Source: an optimization exercise on an open RTL-to-GDS flow (aim: small area). Production flows keep margins and buffers that such runs may drop.
In this exercise RTL edits were held to simulation tests only and were not proved equivalent to the original. No driver is modelled on the clock port, so clocking that relies on it looks cheaper here than on a real chip.

// tile_display_top
module tile_display_top
(
   input  wire        clk_36MHz,
   input  wire        arst_n,
   input  wire        req,
   input  wire [15:0] cmd,    
   output wire        ack,
   output wire [24:0] vga     
);
   logic       commit;
   logic       wr_pend;
   logic [3:0] wr_row;
   logic [4:0] wr_col;
   logic [2:0] wr_colour;
   logic [2:0] bg_colour;
   logic [3:0] rd_row;
   logic       advance;
   logic [2:0] tile_colour;
   cmd_decoder u_decoder
   (
      .clk_36MHz (clk_36MHz),
      .arst_n    (arst_n),
      .req       (req),
      .cmd       (cmd),
      .ack       (ack),
      .commit    (commit),
      .wr_pend   (wr_pend),
      .wr_row    (wr_row),
      .wr_col    (wr_col),
      .wr_colour (wr_colour),
      .bg_colour (bg_colour)
   );
   tile_store u_store
   (
      .clk_36MHz   (clk_36MHz),
      .arst_n      (arst_n),
      .wr_pend     (wr_pend),
      .wr_row      (wr_row),
      .wr_col      (wr_col),
      .wr_colour   (wr_colour),
      .commit      (commit),
      .rd_row      (rd_row),
      .advance     (advance),
      .tile_colour (tile_colour)
   );
   vga_controller u_vga
   (
  ...
==> flow/config.mk <==
export PLATFORM = sky130hd
export DESIGN_NAME = tile_display_top
export DESIGN_NICKNAME = tile_display_top
export VERILOG_FILES = /design/flow/design.v
export SDC_FILE = /design/flow/constraint.sdc
export NUM_CORES = 4
export LEC_CHECK = 0
export ABC_AREA = 1
export CAP_MARGIN = 20
export CORE_MARGIN = 2
export CORE_UTILIZATION = 55
export CTS_BUF_LIST = sky130_fd_sc_hd__clkbuf_16
export CTS_CLUSTER_DIAMETER = 80
export CTS_CLUSTER_SIZE = 32
export PLACE_DENSITY = 0.7
export SLEW_MARGIN = 20
==> flow/constraint.sdc <==
create_clock -name core_clock -period 27.7 [get_ports {clk_36MHz}]
set_input_delay 5.5400 -clock core_clock [delete_from_list [all_inputs] [get_ports {clk_36MHz}]]
set_output_delay 5.5400 -clock core_clock [all_outputs]
set_load 0.01 [all_outputs]
standard.sh (not shown) runs the stock make flow with config.mk's settings and CLKGATE_MAP_FILE= SYNTH_SCRIPT=/design/flow/synth_recipe.tcl, a recipe that flattens the netlist after the stock synthesis.
==> flow/flow/run.sh <==
#!/bin/bash
# The standard layout (standard.sh), with three changes:
#  - synthesis maps the logic with an area-only ABC script (strash; dch;
#    map -a) instead of ORFS's abc_area.script; registers are mapped
#    before ABC runs, so they are the standard synthesis's;
#  - port buffers use buf_1;
#  - CTS inserts no dummy loads.
# Each tool's output goes to its own log under orfs/logs; make's output
# goes to synth.log and flow.log here.
set -euo pipefail
W=$PWD
rm -rf "$W/synth_scripts"
cp -r "$FLOW_HOME/scripts" "$W/synth_scripts"
printf 'strash\ndch\nmap -a\ntopo\nstime -c\n' > "$W/synth_scripts/abc_area.script"
SCRIPTS_DIR="$W/synth_scripts" bash standard.sh synth > synth.log 2>&1
export BUFFER_PORTS_ARGS="-buffer_cell sky130_fd_sc_hd__buf_1"
export CTS_ARGS="-sink_clustering_enable -repair_clock_nets -dont_use_dummy_load -buf_list sky130_fd_sc_hd__clkbuf_8 -sink_clustering_size 22 -sink_clustering_max_diameter 60"
bash standard.sh > flow.log 2>&1
Next try:
--- a/flow/flow/run.sh
+++ b/flow/flow/run.sh
@@ -16,3 +16,3 @@
 export BUFFER_PORTS_ARGS="-buffer_cell sky130_fd_sc_hd__buf_1"
-export CTS_ARGS="-sink_clustering_enable -repair_clock_nets -dont_use_dummy_load -buf_list sky130_fd_sc_hd__clkbuf_8 -sink_clustering_size 22 -sink_clustering_max_diameter 60"
+export CTS_ARGS="-sink_clustering_enable -repair_clock_nets -dont_use_dummy_load -buf_list sky130_fd_sc_hd__clkbuf_16 -sink_clustering_size 32 -sink_clustering_max_diameter 80"
 bash standard.sh > flow.log 2>&1
What happened: Final cell count decreases by 0.59%. Cell area grows by 0.78%. Routed wire length stays flat. Utilization increases by 0.46 points. Setup slack improved by 0.086 ns. Non-clock buffer count does not change. Synthesized area is unchanged. Critical path depth does not change.

-- afterwards: timing with drivers on the ports --
In the flow no input, the clock included, has a driving cell. The finished layouts below were timed again as built, in two steps.
Step 1 assumes that a clkbuf_16 drives the clock port and a buf_2 every other input.
Step 2 times the ports against the registers' clock, not the clock port: input delays grow and output delays shrink by t, the midpoint of the rising clock arrivals with the driver on.
a / b / c = ideal ports / drivers / drivers and shift; a / b = the first two.
| run | t (ns) | setup slack, ns | worst hold slack (ns) | worst register clock-pin slew, ns |
|---|---|---|---|---|
| the first run | 0.681 | 19.508 / 19.457 / 20.138 | 0.243 / 0.243 / 0.243 | 0.13 / 0.13 |
| the second run | 0.620 | 19.594 / 19.542 / 20.162 | 0.301 / 0.301 / 0.301 | 0.11 / 0.11 |
After both steps setup and hold are still met in every run listed.
